From an optimization exercise on the open Yosys and OpenROAD flow, aimed at small area, a short achievable clock period and few clock cycles per item; shortcuts taken in it are not production practice.
RTL that was checked went through simulation tests only; none was proved equivalent to the original.
For run 3, only the layout was checked, not whether the RTL still works.
Power and IR drop assume default switching activity.

==> design/flow/design.v <==
`timescale 1ns/1ps
`default_nettype none
package int_pipe_pkg;
    typedef logic [31:0] word_t;
    typedef logic [31:0] instr_t;
    typedef logic [4:0]  reg_addr_t;
    typedef logic [4:0]  shamt_t;
    localparam logic [5:0] OP_SPECIAL = 6'b000000;
    localparam logic [5:0] FN_MOVZ = 6'b001010;
    localparam logic [5:0] FN_MOVN = 6'b001011;
    localparam logic [5:0] FN_SYNC = 6'b001111;
endpackage
`default_nettype wire
`timescale 1ns/1ps
`default_nettype none
import int_pipe_pkg::*;
module instr_decoder (
    input  int_pipe_pkg::instr_t    instr,
    input  logic                    rt_zero,
    output logic                    sel_sum,       
    output logic                    sel_slt,       
    output logic                    sel_g,         
    output logic                    sel_p,         
    output logic                    sel_nor,       
    output logic                    sel_lui,       
    output logic                    sel_shr,       
    output logic                    sel_shl,       
    output logic                    sub,           
    output logic                    lt_signed,
    output logic                    srcb_imm,      
    output logic                    srcb_zero,     
    output logic                    imm_sext,      
    output logic                    sft_var,
    output logic                    sft_left,
    output logic                    sft_arith,
    output logic                    wen,
    output int_pipe_pkg::reg_addr_t dest,
    output logic                    reserved
);
    logic [5:0] op;
    logic [5:0] fn;
    logic       special;
    logic       f_arith;      
    logic       f_and;
    logic       f_or;
    logic       f_xor;
    logic       f_nor;
    logic       f_slt;        
    logic       f_shr;        
    logic       f_shl;        
    logic       f_mov;        
    logic       f_sync;
    logic       o_add;        
    logic       o_slt;        
    logic       o_and;
    logic       o_or;
    logic       o_xor;
    logic       o_lui;
    logic       rsv;
    assign op      = instr[31:26];
    assign fn      = instr[5:0];
    assign special = (op == OP_SPECIAL);
    assign f_arith = (fn[5:2] == 4'b1000);
    assign f_and   = (fn == 6'b100100);
    assign f_or    = (fn == 6'b100101);
    assign f_xor   = (fn == 6'b100110);
    assign f_nor   = (fn == 6'b100111);
    assign f_slt   = (fn[5:1] == 5'b10101);
    assign f_shr   = (fn[5:3] == 3'b000) && fn[1];
    assign f_shl   = (fn[5:3] == 3'b000) && (fn[1:0] == 2'b00);
    assign f_mov   = (fn[5:1] == 5'b00101);
    assign f_sync  = (fn == FN_SYNC);
    assign o_add   = (op[5:1] == 5'b00100);
    assign o_slt   = (op[5:1] == 5'b00101);
    assign o_and   = (op == 6'b001100);
    assign o_or    = (op == 6'b001101);
    assign o_xor   = (op == 6'b001110);
    assign o_lui   = (op == 6'b001111);
    assign sel_sum = (special && f_arith) || o_add;
    assign sel_slt = (special && f_slt) || o_slt;
    assign sel_g   = (special && (f_and || f_or)) || o_and || o_or;
    assign sel_p   = (special && (f_or || f_xor || f_mov)) || o_or || o_xor;
    assign sel_nor = special && f_nor;
    assign sel_lui = o_lui;
    assign sel_shr = special && f_shr;
    assign sel_shl = special && f_shl;
    assign sub       = special ? (fn[5] && !fn[2] && fn[1]) : (!op[2] && op[1]);
    assign lt_signed = special ? !fn[0] : !op[0];
    assign srcb_imm  = !special;
    assign srcb_zero = special && f_mov;
    assign imm_sext  = !op[2];
    assign sft_var   = fn[2];
    assign sft_left  = !fn[1];
    assign sft_arith = fn[0];
    assign rsv      = !((special && (f_arith || f_and || f_or || f_xor || f_nor || f_slt
                                     || f_shr || f_shl || f_mov || f_sync))
                        || o_add || o_slt || o_and || o_or || o_xor || o_lui);
    assign reserved = rsv;
    assign wen      = (special && f_mov) ? (rt_zero ^ fn[0]) : !(rsv || (special && f_sync));
    assign dest     = (rsv || (special && f_sync)) ? 5'd0 : (special ? instr[15:11] : instr[20:16]);
endmodule
`default_nettype wire
`timescale 1ns/1ps
`default_nettype none
import int_pipe_pkg::*;
module exec_unit (
    input  int_pipe_pkg::instr_t    instr,
    input  int_pipe_pkg::word_t     rs_val,
    input  int_pipe_pkg::word_t     rt_val,
    input  logic                    sel_sum,
    input  logic                    sel_slt,
    input  logic                    sel_g,
    input  logic                    sel_p,
    input  logic                    sel_nor,
    input  logic                    sel_lui,
    input  logic                    sel_shr,
    input  logic                    sel_shl,
    input  logic                    sub,
    input  logic                    lt_signed,
    input  logic                    srcb_imm,
    input  logic                    srcb_zero,
    input  logic                    imm_sext,
    input  logic                    sft_var,
    input  logic                    sft_left,
    input  logic                    sft_arith,
    output int_pipe_pkg::word_t     result
);
    logic [15:0]          imm;
    int_pipe_pkg::word_t  srcb;
    int_pipe_pkg::word_t  bx;
    int_pipe_pkg::word_t  p;
    int_pipe_pkg::word_t  g;
    int_pipe_pkg::word_t  cy;
    int_pipe_pkg::word_t  sum;
    int_pipe_pkg::word_t  sft_in;
    int_pipe_pkg::word_t  sft_out;
    int_pipe_pkg::word_t  sft_rev;
    int_pipe_pkg::shamt_t sft_amt;
    logic                 lt;
    logic                 fill;
    assign imm  = instr[15:0];
    assign srcb = srcb_imm ? {{16{imm_sext & imm[15]}}, imm} : (rt_val & {32{!srcb_zero}});
    assign bx   = srcb ^ {32{sub}};
    assign p    = rs_val ^ bx;
    assign g    = rs_val & bx;
    always_comb
    begin
        logic [31:0] gg;
        logic [31:0] pp;
        gg    = g;
        pp    = p;
        gg[0] = g[0] | (p[0] & sub);
        for (int l = 0; l < 5; l++)
            for (int i = 0; i < 32; i++)
                if ((i >> l) & 1)
                begin
                    gg[i] = gg[i] | (pp[i] & gg[((i >> l) << l) - 1]);
                    pp[i] = pp[i] & pp[((i >> l) << l) - 1];
                end
        cy = {gg[30:0], sub};
    end
    assign sum = p ^ cy;
    assign lt = (rs_val[31] ^ srcb[31]) ? (lt_signed ? rs_val[31] : srcb[31]) : sum[31];
    assign sft_amt = sft_var ? rs_val[4:0] : instr[10:6];
    assign fill    = sft_arith & rt_val[31];
    always_comb
    begin
        for (int i = 0; i < 32; i++)
            sft_in[i] = sft_left ? rt_val[31 - i] : rt_val[i];
    end
    assign sft_out = 32'($signed({fill, sft_in}) >>> sft_amt);
    always_comb
    begin
        for (int i = 0; i < 32; i++)
            sft_rev[i] = sft_out[31 - i];
    end
    assign result = ({32{sel_sum}} & sum)
                  | ({32{sel_g}}   & g)
                  | ({32{sel_p}}   & p)
                  | ({32{sel_nor}} & ~(rs_val | srcb))
                  | ({32{sel_lui}} & {imm, 16'h0000})
                  | ({32{sel_slt}} & {31'b0, lt})
                  | ({32{sel_shr}} & sft_out)
                  | ({32{sel_shl}} & sft_rev);
endmodule
`default_nettype wire
`timescale 1ns/1ps
`default_nettype none
import int_pipe_pkg::*;
module result_stage (
    input  logic                     clk,
    input  logic                     reset,
    input  logic                     in_valid,
    output logic                     in_ready,
    input  logic                     sel_wen,
    input  int_pipe_pkg::reg_addr_t  sel_dest,
    input  int_pipe_pkg::word_t      sel_data,
    input  logic                     sel_reserved,
    output logic                     out_valid,
    input  logic                     out_ready,
    output logic                     out_wen,
    output int_pipe_pkg::reg_addr_t  out_dest,
    output int_pipe_pkg::word_t      out_data,
    output logic                     out_reserved
);
    assign in_ready = !out_valid || out_ready;
    always_ff @(posedge clk)
    begin
        if (reset)
            out_valid <= 1'b0;
        else if (in_ready)
            out_valid <= in_valid;
    end
    always_ff @(posedge clk)
    begin
        if (in_valid && in_ready)
        begin
            out_wen      <= sel_wen;
            out_dest     <= sel_dest;
            out_data     <= sel_data;
            out_reserved <= sel_reserved;
        end
    end
endmodule
`default_nettype wire
`timescale 1ns/1ps
`default_nettype none
import int_pipe_pkg::*;
module int_pipe_top (
    input  logic                     clk,
    input  logic                     reset,
    input  logic                     in_valid,
    output logic                     in_ready,
    input  int_pipe_pkg::instr_t     instr,
    input  int_pipe_pkg::word_t      rs_data,
    input  int_pipe_pkg::word_t      rt_data,
    output logic                     out_valid,
    input  logic                     out_ready,
    output logic                     out_wen,
    output int_pipe_pkg::reg_addr_t  out_dest,
    output int_pipe_pkg::word_t      out_data,
    output logic                     out_reserved
);
    logic sel_sum, sel_slt, sel_g, sel_p, sel_nor, sel_lui, sel_shr, sel_shl;
    logic sub, lt_signed, srcb_imm, srcb_zero, imm_sext;
    logic sft_var, sft_left, sft_arith;
    logic wen, reserved;
    int_pipe_pkg::reg_addr_t dest;
    int_pipe_pkg::word_t     result;
    instr_decoder u_instr_decoder (
        .instr     (instr),
        .rt_zero   (rt_data == '0),
        .sel_sum   (sel_sum),
        .sel_slt   (sel_slt),
        .sel_g     (sel_g),
        .sel_p     (sel_p),
        .sel_nor   (sel_nor),
        .sel_lui   (sel_lui),
        .sel_shr   (sel_shr),
        .sel_shl   (sel_shl),
        .sub       (sub),
        .lt_signed (lt_signed),
        .srcb_imm  (srcb_imm),
        .srcb_zero (srcb_zero),
        .imm_sext  (imm_sext),
        .sft_var   (sft_var),
        .sft_left  (sft_left),
        .sft_arith (sft_arith),
        .wen       (wen),
        .dest      (dest),
        .reserved  (reserved)
    );
    exec_unit u_exec_unit (
        .instr     (instr),
        .rs_val    (rs_data),
        .rt_val    (rt_data),
        .sel_sum   (sel_sum),
        .sel_slt   (sel_slt),
        .sel_g     (sel_g),
        .sel_p     (sel_p),
        .sel_nor   (sel_nor),
        .sel_lui   (sel_lui),
        .sel_shr   (sel_shr),
        .sel_shl   (sel_shl),
        .sub       (sub),
        .lt_signed (lt_signed),
        .srcb_imm  (srcb_imm),
        .srcb_zero (srcb_zero),
        .imm_sext  (imm_sext),
        .sft_var   (sft_var),
        .sft_left  (sft_left),
        .sft_arith (sft_arith),
        .result    (result)
    );
    result_stage u_result_stage (
        .clk          (clk),
        .reset        (reset),
        .in_valid     (in_valid),
        .in_ready     (in_ready),
        .sel_wen      (wen),
        .sel_dest     (dest),
        .sel_data     (result),
        .sel_reserved (reserved),
        .out_valid    (out_valid),
        .out_ready    (out_ready),
        .out_wen      (out_wen),
        .out_dest     (out_dest),
        .out_data     (out_data),
        .out_reserved (out_reserved)
    );
endmodule
`default_nettype wire
==> design/flow/flow/run.sh <==
#!/bin/bash
# The standard layout with three changes:
#  - synthesis maps with the ABC script in flow/abc_area.script (ABC_AREA=1
#    picks it up from a copy of the ORFS scripts folder; nothing else differs)
#  - the full and half adder cells are added to the don't-use list, so
#    synthesis leaves adders as plain gates for ABC to map
#  - the port buffers are the smallest plain buffer (buf_1) instead of the
#    default delay buffer
set -e
rm -rf scripts
cp -r "$FLOW_HOME/scripts" scripts
cp flow/abc_area.script scripts/abc_area.script
DU="$(cat flow/dont_use.txt)"
export BUFFER_PORTS_ARGS="-buffer_cell sky130_fd_sc_hd__buf_1"
bash standard.sh SCRIPTS_DIR="$PWD/scripts" "DONT_USE_CELLS=$DU" finish > standard.log 2>&1
==> design/flow/flow/abc_area.script <==
strash
dch
map -B 0.9
topo
==> design/flow/flow/dont_use.txt <==
sky130_fd_sc_hd__probe_p_8 sky130_fd_sc_hd__probec_p_8 sky130_fd_sc_hd__lpflow_bleeder_1 sky130_fd_sc_hd__lpflow_clkbufkapwr_1 sky130_fd_sc_hd__lpflow_clkbufkapwr_16 sky130_fd_sc_hd__lpflow_clkbufkapwr_2 sky130_fd_sc_hd__lpflow_clkbufkapwr_4 sky130_fd_sc_hd__lpflow_clkbufkapwr_8 sky130_fd_sc_hd__lpflow_clkinvkapwr_1 sky130_fd_sc_hd__lpflow_clkinvkapwr_16 sky130_fd_sc_hd__lpflow_clkinvkapwr_2 sky130_fd_sc_hd__lpflow_clkinvkapwr_4 sky130_fd_sc_hd__lpflow_clkinvkapwr_8 sky130_fd_sc_hd__lpflow_decapkapwr_12 sky130_fd_sc_hd__lpflow_decapkapwr_3 sky130_fd_sc_hd__lpflow_decapkapwr_4 sky130_fd_sc_hd__lpflow_decapkapwr_6 sky130_fd_sc_hd__lpflow_decapkapwr_8 sky130_fd_sc_hd__lpflow_inputiso0n_1 sky130_fd_sc_hd__lpflow_inputiso0p_1 sky130_fd_sc_hd__lpflow_inputiso1n_1 sky130_fd_sc_hd__lpflow_inputiso1p_1 sky130_fd_sc_hd__lpflow_inputisolatch_1 sky130_fd_sc_hd__lpflow_isobufsrc_1 sky130_fd_sc_hd__lpflow_isobufsrc_16 sky130_fd_sc_hd__lpflow_isobufsrc_2 sky130_fd_sc_hd__lpflow_isobufsrc_4 sky130_fd_sc_hd__lpflow_isobufsrc_8 sky130_fd_sc_hd__lpflow_isobufsrckapwr_16 sky130_fd_sc_hd__lpflow_lsbuf_lh_hl_isowell_tap_1 sky130_fd_sc_hd__lpflow_lsbuf_lh_hl_isowell_tap_2 sky130_fd_sc_hd__lpflow_lsbuf_lh_hl_isowell_tap_4 sky130_fd_sc_hd__lpflow_lsbuf_lh_isowell_4 sky130_fd_sc_hd__lpflow_lsbuf_lh_isowell_tap_1 sky130_fd_sc_hd__lpflow_lsbuf_lh_isowell_tap_2 sky130_fd_sc_hd__lpflow_lsbuf_lh_isowell_tap_4  sky130_fd_sc_hd__fa_1 sky130_fd_sc_hd__fa_2 sky130_fd_sc_hd__fa_4 sky130_fd_sc_hd__ha_1 sky130_fd_sc_hd__ha_2 sky130_fd_sc_hd__ha_4
==> design/flow/standard.sh <==
#!/bin/bash
# synth_recipe.tcl (not shown) runs the flow's synth.tcl, then flattens the netlist and writes it again
# the make line also repeats each setting of config.mk as NAME=value (left out here)
make -C /OpenROAD-flow-scripts/flow DESIGN_CONFIG=/design/flow/config.mk WORK_HOME=/design/flow/orfs CLKGATE_MAP_FILE= SYNTH_SCRIPT=/design/flow/synth_recipe.tcl "${@:-finish}"
==> design/flow/config.mk <==
export PLATFORM = sky130hd
export DESIGN_NAME = int_pipe_top
export DESIGN_NICKNAME = int_pipe_top
export VERILOG_FILES = /design/flow/design.v
export SDC_FILE = /design/flow/constraint.sdc
export NUM_CORES = 4
export LEC_CHECK = 0
export ABC_AREA = 1
export CAP_MARGIN = 20
export CORE_MARGIN = 2
export CORE_UTILIZATION = 58
export SETUP_SLACK_MARGIN = 2.75
export SLEW_MARGIN = 20
==> design/flow/constraint.sdc <==
create_clock -name core_clock -period 7.0 [get_ports {clk}]
set_input_delay 1.4000 -clock core_clock [delete_from_list [all_inputs] [get_ports {clk}]]
set_output_delay 1.4000 -clock core_clock [all_outputs]
set_load 0.01 [all_outputs]
==> results of run 1 <==
[cells in the final DEF, fill, tap and decap left out, types with 11 or more instances in the layout]
cell type,synthesis,layout
nand2_2,0,16
edfxtp_1,39,39
nor3_1,29,27
nor2_1,95,77
nand3_1,149,140
or2_2,14,14
nand2_1,510,488
a21oi_1,79,74
buf_1,0,130
nand3b_1,11,11
buf_4,0,41
o21ai_0,170,158
o211ai_1,11,11
clkinv_1,146,134
nor4_1,16,14
[kinds of logic after synthesis]
| family | after synthesis |
|---|---|
| buf+inv | 146 |
| simple gates | 834 |
| compound gates | 317 |
| mux | 6 |
| xor+xnor | 5 |
| flops | 40 |
[routing by layer]
layer	wire length [um]	share of wire, %	vias up
met4	2800	8.5	0
met3	4910	15	266
met2	13300	41	946
met1	11700	36	4771
li1	-	-	5067
met5	0	0	-
[worst paths after layout]
kind	start	end	slack [ns]
max	instr[1]	u_result_stage.out_data[0]	2.77
min	u_result_stage.out_valid	u_result_stage.out_valid	0.54
max reg2reg	u_result_stage.out_valid	u_result_stage.out_data[15]	5.68
min reg2reg	u_result_stage.out_valid	u_result_stage.out_valid	0.54
[power breakdown]
part | total [W] | switching (W) | internal (W)
clock | 0.000271 | 0.000103 | 0.000168
combinational | 0.000631 | 0.000447 | 0.000184
sequential | 0.000284 | 0.00000385 | 0.000280
total | 0.00119 | 0.000554 | 0.000632
[final cells by class]
| cell class | instances | area [um^2] | share of cell area [%] |
|---|---|---|---|
| repair buffers | 182 | 938 | 10.6 |
| flip-flops and latches | 40 | 1190 | 13.4 |
| well taps | 147 | 184 | 2.07 |
| inverters | 146 | 574 | 6.46 |
| multi-input cells | 1169 | 5840 | 65.7 |
| clock buffers | 6 | 129 | 1.45 |
| clock inverters | 2 | 35.0 | 0.394 |
[critical path, cell delays in order]
cell      delay, ns
clkbuf_2       0.10
clkinv_1       0.05
buf_4          0.20
nor2_4         0.19
buf_4          0.15
nand3_4        0.18
buf_4          0.22
nand3_2        0.12
nand2_1        0.09
nand2_1        0.08
nand3_1        0.18
nand2_1        0.21
nor2_1         0.07
nand2_1        0.07
nand2_1        0.10
a21oi_4        0.21
nand2_4        0.13
nand2_1        0.13
nand2_1        0.07
nand2_1        0.09
nand3_1        0.08
nand2_1        0.08
nand2_1        0.06
[metrics by stage]
stage / utilization (%) / instance area [um^2] / total power [W]
floorplan: - / 7220 / 0.000650
global placement: 67.3 / 8090 / 0.000820
detailed placement: 67.3 / 8090 / 0.000829
CTS: 70.9 / 8520 / 0.00111
global route: 74.0 / 8890 / 0.00125
finish: 74.0 / 8890 / 0.00119
[repair_timing]
action / in CTS / in global routing
gates resized for setup: 32 / 68
gates cloned: 4 / 3
buffers inserted: 13 / 14
endpoints found under the setup margin: 32 / 31
pin swaps: 8 / 7
[state kept, by name (all words and copies together), names as in the netlist]
signal	cells
u_result_stage.out_valid	1
u_result_stage.out_dest	5
u_result_stage.out_data	32
u_result_stage.out_wen	1
u_result_stage.out_reserved	1
==> impl_results.md, run 1 <==
* Status: finished clean
* Top cell type's share of synthesized area at 26.9%
* Highest achievable clock rate at between 200 and 250 MHz
* Vias in the first global route at 9299
* Fin. Hold Viols at 0
* Worst EP arrival at around 4.3 ns
* Tot GR Track Use at a little under half
* GR Util met2 at 69.2%
* Drt pass-1 iters at 14
* Xor-xnor portion of the synthesized cell area at 0.614%
* Number of diodes at 0
* Worst Hold Class: flop to flop
* Final setup margin at 2.77 ns
* DR DRC count at 0
* Die height at approximately 110 um
* Placed Cells incl. Taps at roughly 1700
* Synth area leader: nand2_1
* Top FF cell, synth: edfxtp_1
* Layout cells sized above 1 at about a tenth
* Std-Cell Rows at 40
* Final Wtd Congestion at slightly above 1
* Top post-synthesis cells by count: 510 x nand2_1, 170 x o21ai_0, 149 x nand3_1, 146 x clkinv_1, 95 x nor2_1
* Starting Density at 59.3%
* Most frequent cell after synthesis: nand2_1
* First-pass GRT wire length at 47.8 mm
* Clock Tree Buf Depth at 2
* Syn Inst Count at 1348
* Hold Buf Count CTS at 0
* DP Wirelength at 22.9 mm
* Worst setup SP type: input port
* Mux share of post-synthesis cell area at 0.843%
* Final setup fails at 0
* Post-Layout Cell Count at approximately 1700
* Place WS at 1.51 ns
* Number of CTS-inserted buffers at 5
* Worst-Skew Late Latency at 0.30 ns
* Crit path kind: input port to flop
* Final ANT Viol Nets at 0
* Worst path required time at 7.06 ns
* Core box area at 12000 um^2
* Htree depth at 2
* Clock Sink Count at 40
* Syn avg cell area at roughly 5.3 um^2
* Post-synthesis simple-gate area fraction at 49.1%
* Clock transition at path regs at ~0.070 ns
* GRT busiest layer: met2
* I/O Buffers at 135
* Area contributors post-synth: nand2_1 27%, edfxtp_1 16%, o21ai_0 12%, nand3_1 10%, clkinv_1 7.7%
* Vias per inst at 6.53
* Pin count of the biggest net entering global routing at 54
* Met1 Usage GRT at between 60% and 70%
* Clk root buf: clkbuf_16
* Number of flops mapped to enable cells by yosys at 39
* DIE WIDTH at around 110 um
* Io pins at 141
* Minimum clock period at 4.23 ns
* Relative slew margins at 50.3%
* Grt ovf at 0
* Fin crit share at 60.4%
* Total Nets Final at 1644
* Routed wire length at approximately 33 mm
* Largest family of logic cells by synthesized area: simple AND/OR/NAND/NOR gates
* Pwr Density at 133 nW/um^2
* Cell variety after synth at 34
* Final Slew Violations at 0
* Fin Setup TNS at 0 ns
* Seq cells post-synth at 40
* M3 GR Usage at 11.3%
* Critical path endpoint category: flop
* CP max FO at 20
* Ys Warns at 2
* Synth Area in Compound Gates at ~25%
* CTS tree: done
* Full die area at 13200 um^2
* Hold Path Depth at 2
* Synth Net Count at approximately 1400
* Fillers at roughly 1100
* Leak at 3.63 nW
* Worst-case reg-to-reg path depth at 2
* Peak VDD IR at 74.7 uV
* Vias at 11100
* Adder-cell area share of the yosys netlist at 0%
* Post-synthesis sequential area ratio at 16.7%
* Netlist Area Pre-Place at 7130 um^2
* Starting DRT DRC Count at 1800
* Initial antenna violation count at 0
* Area Growth Syn to Fin at 24.7%
* Fraction of registers with async set/reset at 0%
* Hold Slack at 0.538 ns
* Worst-margin pin slew at 0.739 ns
* Setup repair after global routing missed its margin: yes
* Clock skew at 0.0108 ns
* Drt wl/cell at between 15 and 20 um
* Max Cap Viol at 0
Testbench counts, summed over its fixed seeds: cycles 16,008, items 16,000.
==> inputs of run 2 (changes only) <==
--- a/design/flow/config.mk
+++ b/design/flow/config.mk
@@ -10,3 +10,3 @@
 export CORE_MARGIN = 2
-export CORE_UTILIZATION = 58
+export CORE_UTILIZATION = 45
 export SETUP_SLACK_MARGIN = 2.75
==> impl_results.md, run 2 <==
* Fillers at 1652
* Commonest non-fill, non-tap cell in the layout: nand2_1
* Final setup fails at 0
* Post-synthesis sequential area ratio at 16.7%
* Worst path required time at 7.10 ns
* Flop pwr share at a little under a quarter
* Seq cells post-synth at 40
* Status: finished clean
* Netlist Area Pre-Place at slightly above 7000 um^2
* Total Nets Final at 1652
* Hold Path Depth at 2
* Vias per inst at 5.96
* Minimum clock period at ~4.2 ns
* Full die area at 16900 um^2
* Die height at about 130 um
* Relative slew margins at 38.3%
* Sw Share at around 46%
* Worst Hold Class: flop to flop
* Fin crit share at 59.9%
* Starting DRT DRC Count at 1260
* Clock skew at 0.00862 ns
* Register area at 1190 um^2
* Top FF cell, synth: edfxtp_1
* CTS tree: done
* DR DRC count at 0
* Synth Net Count at 1448
* Worst EP arrival at 4.29 ns
* Clock Sink Count at 40
* Highest achievable clock rate at 238 MHz
* Final ANT Viol Nets at 0
* Clock transition at path regs at around 0.06 ns
* Tot GR Track Use at 38.2%
* Io pins at 141
* Multi-input gate area at 5950 um^2
* Clock Tree Buf Depth at 2
* Max reg flops at 32
* Internal power at 0.000636 W
* Leak at around 3.7 nW
* Vias at approximately 11000
* Crit path kind: input port to flop
* Number of CTS-inserted buffers at 5
* Fraction of registers with async set/reset at 0%
* Ys Warns at 2
* Synth area leader: nand2_1
* Most frequent cell after synthesis: nand2_1
* Initial antenna violation count at 1
* Logic pwr share at a little over half
* Worst-Skew Late Latency at approximately 0.3 ns
* Number of flops mapped to enable cells by yosys at 39
* Critical path endpoint category: flop
* Peak VDD IR at approximately 130 uV
* Std-Cell Rows at 46
* CP max FO at 19
* Max Cap Viol at 0
* DP Wirelength at 24.2 mm
* First-pass GRT wire length at 49.0 mm
* Fin util at a little under 60%
* Drt pass-1 iters at 5
* Syn Inst Count at between 1000 and 1500
* Setup repair after global routing missed its margin: yes
* Area Growth Syn to Fin at 28.5%
* Final Slew Violations at 0
* Vias in the first global route at 8799
* Top post-synthesis cells by count: 510 x nand2_1, 170 x o21ai_0, 149 x nand3_1, 146 x clkinv_1, 95 x nor2_1
* Syn avg cell area at roughly 5.3 um^2
* Most frequent cells in the layout: 483 x nand2_1, 157 x o21ai_0, 136 x nand3_1
* Pin count of the biggest net entering global routing at between 50 and 60
* Clock power frac at 22.9%
* Htree depth at 2
* Fin Setup TNS at 0 ns
* I/O Buffers at around 140
* Pwr Density at 130 nW/um^2
* Fin. Hold Viols at 0
* Final Wtd Congestion at 1.01
* Worst-case reg-to-reg path depth at 2
* Largest registers: u_result_stage.out_data (32), u_result_stage.out_dest (5)
* Core box area at 15700 um^2
* Number of diodes at 0
* Routed wire length at 34.2 mm
* Drt wl/cell at 19.3 um
* Reg with most FFs: u_result_stage.out_data
* Area contributors post-synth: nand2_1 27%, edfxtp_1 16%, o21ai_0 12%, nand3_1 10%, clkinv_1 7.7%
* Grt ovf at 0
* Top cell type's share of synthesized area at roughly 27%
* Layout cells sized above 1 at 11.5%
* Net Switching at 0.000552 W
* Worst-margin pin slew at 0.920 ns
* DIE WIDTH at 130 um
* Worst setup SP type: input port
* Cell variety after synth at 34
* Clk root buf: clkbuf_16
* Starting Density at 45.5%
run 2: kinds of logic after synthesis:
family,count (synthesis),synth area share [%]
compound gates,317,25.1
mux,6,0.843
flops,40,16.7
simple gates,834,49.1
buf+inv,146,7.69
xor+xnor,5,0.614
run 2: worst max-delay path, cell delays in order:
cell,delay [ns]
buf_1,0.18
inv_2,0.23
nand3_1,0.12
nor3_1,0.26
clkinv_1,0.13
nor2_2,0.58
clkinv_1,0.74
or2_2,0.50
o2111ai_1,0.14
run 2: final timing paths:
kind,startpoint,to,slack (ns)
worst max register to register,u_result_stage.out_valid,u_result_stage.out_dest[3],5.70
worst max-delay path,instr[5],u_result_stage.out_data[3],2.81
worst min-delay path,u_result_stage.out_valid,u_result_stage.out_valid,0.54
worst min register to register,u_result_stage.out_valid,u_result_stage.out_valid,0.54
run 2: timing repair:
action                                  CTS  global route
setup buffers                            18            14
endpoints found under the setup margin   32            26
cloned                                    6             3
pin swaps                                 8            11
resized for setup                        34            84
hold buffers                              0             0
run 2: cell type report:
| cell class | count | share of cell area (%) |
|---|---|---|
| clock buffer | 6 | 1.41 |
| clock inverter | 2 | 0.383 |
| inverter | 146 | 6.22 |
| multi-input combinational | 1171 | 65.0 |
| sequential | 40 | 13.0 |
| tap | 216 | 2.95 |
| timing repair buffer | 188 | 11.1 |
run 2: per-stage QoR:
step	area, um^2	std cells	setup slack [ns]	power (W)	hold WS, ns
floorplan	7220	1348	2.72	0.000650	0.577
global placement	8190	1720	1.51	0.000831	0.519
detailed placement	8190	1720	1.44	0.000835	0.536
CTS	8680	1752	2.74	0.00113	0.543
global route	9160	1769	2.69	0.00126	0.583
finish	9160	1769	2.81	0.00119	0.538
run 2: power groups by stage:
stage	registers (W)	logic, W	clock network, W
floorplan	0.000299	0.000351	0
detailed placement	0.000289	0.000546	0
CTS	0.000284	0.000573	0.000273
global route	0.000286	0.000691	0.000279
finish	0.000284	0.000632	0.000272
global placement	0.000289	0.000542	0
run 2: layer usage:
metal	track usage (%)	vias up	share of wire, %
li1	-	5081	-
met1	52.4	4712	41
met2	59.6	614	43
met3	5.90	139	10
met4	16.4	2	6.2
met5	0	-	0.067
==> inputs of run 3 (changes only) <==
--- a/design/flow/design.v
+++ b/design/flow/design.v
@@ -153,8 +153,13 @@
         for (int l = 0; l < 5; l++)
-            for (int i = 0; i < 32; i++)
-                if ((i >> l) & 1)
-                begin
-                    gg[i] = gg[i] | (pp[i] & gg[((i >> l) << l) - 1]);
-                    pp[i] = pp[i] & pp[((i >> l) << l) - 1];
-                end
+            for (int i = (2 << l) - 1; i < 32; i += (2 << l))
+            begin
+                gg[i] = gg[i] | (pp[i] & gg[i - (1 << l)]);
+                pp[i] = pp[i] & pp[i - (1 << l)];
+            end
+        for (int l = 3; l >= 0; l--)
+            for (int i = (3 << l) - 1; i < 32; i += (2 << l))
+            begin
+                gg[i] = gg[i] | (pp[i] & gg[i - (1 << l)]);
+                pp[i] = pp[i] & pp[i - (1 << l)];
+            end
         cy = {gg[30:0], sub};
--- a/design/flow/config.mk
+++ b/design/flow/config.mk
@@ -10,3 +10,3 @@
 export CORE_MARGIN = 2
-export CORE_UTILIZATION = 45
+export CORE_UTILIZATION = 50
 export SETUP_SLACK_MARGIN = 2.75
==> impl_results.md, run 3 <==
* Status: finished clean
* Clk root buf: clkbuf_16
* DP Area at 7730 um^2
* Logic pwr share at 53.5%
* DIE WIDTH at 120 um
* Net Switching at 0.000554 W
* Pin count of the biggest net entering global routing at 55
* Hold Slack at 0.538 ns
* Commonest non-fill, non-tap cell in the layout: nand2_1
* Syn Inst Count at approximately 1200
* Fin crit share at 62.3%
* Leak at 3.58 nW
* Netlist Area Pre-Place at 6710 um^2
* Most frequent cells in the layout: 356 x nand2_1, 151 x o21ai_0, 128 x buf_1
* Drt wl/cell at 19.9 um
* Vias at 10100
* Fin. Hold Viols at 0
* Fin Setup TNS at 0 ns
* Most frequent cell after synthesis: nand2_1
* Number of CTS-inserted buffers at 5
* Synth area leader: nand2_1
* Min-Delay Endpoint: u_result_stage.out_valid
* Min-delay src: u_result_stage.out_valid
* Tot GR Track Use at 41.0%
* Met3 WL post-DR at 4.04 mm
* Synth Net Count at 1314
* Clock Tree Buf Depth at 2
* Sw Share at 46.0%
* Clock transition at path regs at 0.06 ns
* Initial antenna violation count at 0
* I/O Buffers at 135
* Reg with most FFs: u_result_stage.out_data
* Worst R2R Start: u_result_stage.out_valid
* Worst-Skew Late Latency at 0.30 ns
* Worst r2r dst: u_result_stage.out_dest[4]
* Std-Cell Rows at 42
* Relative slew margins at between 20% and 30%
* Clock Sink Count at 40
* Ys Warns at 2
* Final Wtd Congestion at slightly below 1
* DR DRC count at 0
* Place WS at 1.45 ns
* Final setup margin at about 2.6 ns
* Area contributors post-synth: nand2_1 23%, edfxtp_1 17%, o21ai_0 14%, clkinv_1 7.9%, nand3_1 7.2%
* Crit path kind: input port to flop
* Syn avg cell area at 5.53 um^2
* Final ANT Viol Nets at 0
* Largest registers: u_result_stage.out_data (32), u_result_stage.out_dest (5)
* Seq cells post-synth at 40
* M1 WL at 12.0 mm
* Cell variety after synth at 34
* Full die area at 14400 um^2
* Die height at 120 um
* First-pass GRT wire length at 45.2 mm
* Uppermost layer routed: met4
* Max reg flops at 32
* Peak VDD IR at 85.1 uV
* Flop pwr share at 23.6%
* Vias per inst at approximately 6.3
* Post-Layout Cell Count at 1611
* Core box area at 13200 um^2
* DP Wirelength at 21.4 mm
* Total Nets Final at 1534
* Worst setup SP type: input port
* Final Slew Violations at 0
* CP max FO at 6
* Top post-synthesis cells by count: 418 x nand2_1, 183 x o21ai_0, 141 x clkinv_1, 97 x nand3_1, 81 x nor2_1
* Htree depth at 2
* Hold Path Depth at 2
* Worst path required time at 7.10 ns
* Setup repair after global routing missed its margin: yes
* Placed Cells incl. Taps at 1539
* Max Cap Viol at 0
* Starting DRT DRC Count at 1408
* Fraction of registers with async set/reset at 0%
* Final Instance Area at 9310 um^2
* Critical path endpoint category: flop
* Starting Density at 50.9%
* Highest achievable clock rate at 229 MHz
* Internal power at 0.000649 W
* Worst Hold Class: flop to flop
* R2R setup slack at 5.68 ns
* Io pins at 141
* Layout cells sized above 1 at 19.0%
* Number of diodes at 0
* Final setup fails at 0
* Minimum clock period at 4.36 ns
* Clock power frac at 22.9%
* Worst-margin pin slew at 1.12 ns
* Area Growth Syn to Fin at 38.7%
* Worst-case reg-to-reg path depth at 2
* Met2 wire len at 13.4 mm
* CTS tree: done
* Pwr Density at 129 nW/um^2
* Drt pass-1 iters at 6
* Number of flops mapped to enable cells by yosys at 39
* Top cell type's share of synthesized area at 23.4%
* Top FF cell, synth: edfxtp_1
* Routed wire length at 32.0 mm
* Clock skew at 0.0107 ns
* Grt ovf at 0
* Post-synthesis sequential area ratio at ~18%
* Worst EP arrival at 4.46 ns
* Vias in the first global route at 8063
[run 3: changes by cell type after synthesis, sizes merged, moves of 4 or more]
| cell | before | now |
|---|---|---|
| o21ai | 170 | 183 |
| nand2 | 510 | 418 |
| a21oi | 79 | 63 |
| nor2 | 95 | 81 |
| clkinv | 146 | 141 |
| o22ai | 4 | 8 |
| nand4 | 8 | 12 |
| nor4 | 16 | 10 |
| nand3 | 149 | 97 |
| o2111ai | 8 | 15 |
| o32ai | 9 | 13 |
| nand3b | 11 | 7 |
| o221ai | 6 | 2 |
| xor2 | 5 | 23 |
[run 3: area by class of cell]
type / instances / area (um^2)
clock buffers: 6 / 129
clock inverters: 2 / 35.0
fillers: 1220 / 3880
repair buffers: 203 / 1190
well taps: 176 / 220
inverters: 141 / 558
multi-input cells: 1043 / 5990
flip-flops and latches: 40 / 1190
[run 3: per-stage QoR]
stage	power, W	util (%)
floorplan	0.000635	-
global route	0.00126	70.6
finish	0.00120	70.6
detailed placement	0.000802	58.6
global placement	0.000796	58.6
CTS	0.00112	64.5
[run 3: kinds of logic (layout without fill, tap and decap cells)]
logic type | Yosys count | count (layout) | synth area share [%]
flops | 40 | 40 | 17.8
compound gates | 324 | 326 | 27.6
buf+inv | 141 | 352 | 7.89
simple gates | 677 | 685 | 42.4
mux | 9 | 9 | 1.34
xor+xnor | 23 | 23 | 3.00
[run 3: worst max-delay path by stage]
stage | startpoint | to | slack, ns | depth (start not counted)
floorplan | instr[31] | u_result_stage.out_data[13] | 2.73 | 19
global placement | instr[2] | u_result_stage.out_data[23] | 1.49 | 14
detailed placement | instr[2] | u_result_stage.out_data[23] | 1.45 | 14
CTS | rs_data[0] | u_result_stage.out_data[23] | 2.71 | 14
global route | instr[27] | u_result_stage.out_data[16] | 2.54 | 26
finish | instr[27] | u_result_stage.out_data[16] | 2.64 | 26
[run 3: what timing repair did]
item / 4_1_cts / 5_1_grt
resized for setup: 68 / 147
hold buffers: 0 / 0
endpoints found under the setup margin: 32 / 23
gates cloned: 8 / 3
buffers inserted: 31 / 22
pin swaps: 15 / 40
[run 3: worst max-delay path: stages]
cell and delay [ns]:
buf_2 0.14, nor2_4 0.19, nand2_4 0.09, nor2_4 0.19, buf_12 0.19, buf_12 0.15, nand3_2 0.10, nand2_2 0.12
clkinv_1 0.10, nand2_2 0.10, nand2_1 0.07, nand2_2 0.09, nand2_4 0.08, nor2_4 0.10, nand2_2 0.07, a21oi_2 0.17
nor2_4 0.06, buf_4 0.13, buf_4 0.12, buf_4 0.12, buf_4 0.12, buf_4 0.12, buf_4 0.12, nand3_1 0.07
nand3_1 0.08, o2111ai_1 0.14
[run 3: per-layer routing]
metal	vias up	track usage [%]
met5	-	0
met4	0	22.8
met3	176	7.08
met2	828	59.9
met1	4398	57.0
li1	4669	-
[run 3: power by group through the flow]
stage / Combinational (W) / Sequential [W] / Clock (W)
after floorplan: 0.000337 / 0.000299 / 0
after global placement: 0.000508 / 0.000289 / 0
after detailed placement: 0.000513 / 0.000289 / 0
after CTS: 0.000557 / 0.000284 / 0.000278
after global routing: 0.000692 / 0.000285 / 0.000288
final: 0.000644 / 0.000284 / 0.000276

## re-timing with driven ports
How much do the figures lean on ideal ports? The routed layouts below were timed once more, with nothing changed but the port constraints.
Step 1, drivers: a clkbuf_16 drives clk and a buf_2 each remaining input, both assumed.
Step 2 also shifts input and output timing later by t, the mid clock arrival at the registers, as if the neighbouring blocks saw the same clock.
Three values: ideal, step 1, step 2; two values: the first two.
| run | t (ns) | setup WS [ns] | worst hold slack (ns) | worst setup path after step 2 | pins driven straight from the clock port |
|---|---|---|---|---|---|
| run 1 | 0.342 | 2.773 / 2.793 / 2.451 | 0.538 / 0.538 / 0.538 | input to register | 1 |
| run 2 | 0.336 | 2.807 / 2.830 / 2.495 | 0.538 / 0.538 / 0.538 | input to register | 1 |
| run 3 | 0.341 | 2.639 / 2.663 / 2.322 | 0.538 / 0.538 / 0.538 | input to register | 1 |
After both steps setup and hold are still met in every run listed. The setup slack of run 1, which loses most, moves by +0.020 ns with the drivers and by -0.322 ns with both steps.
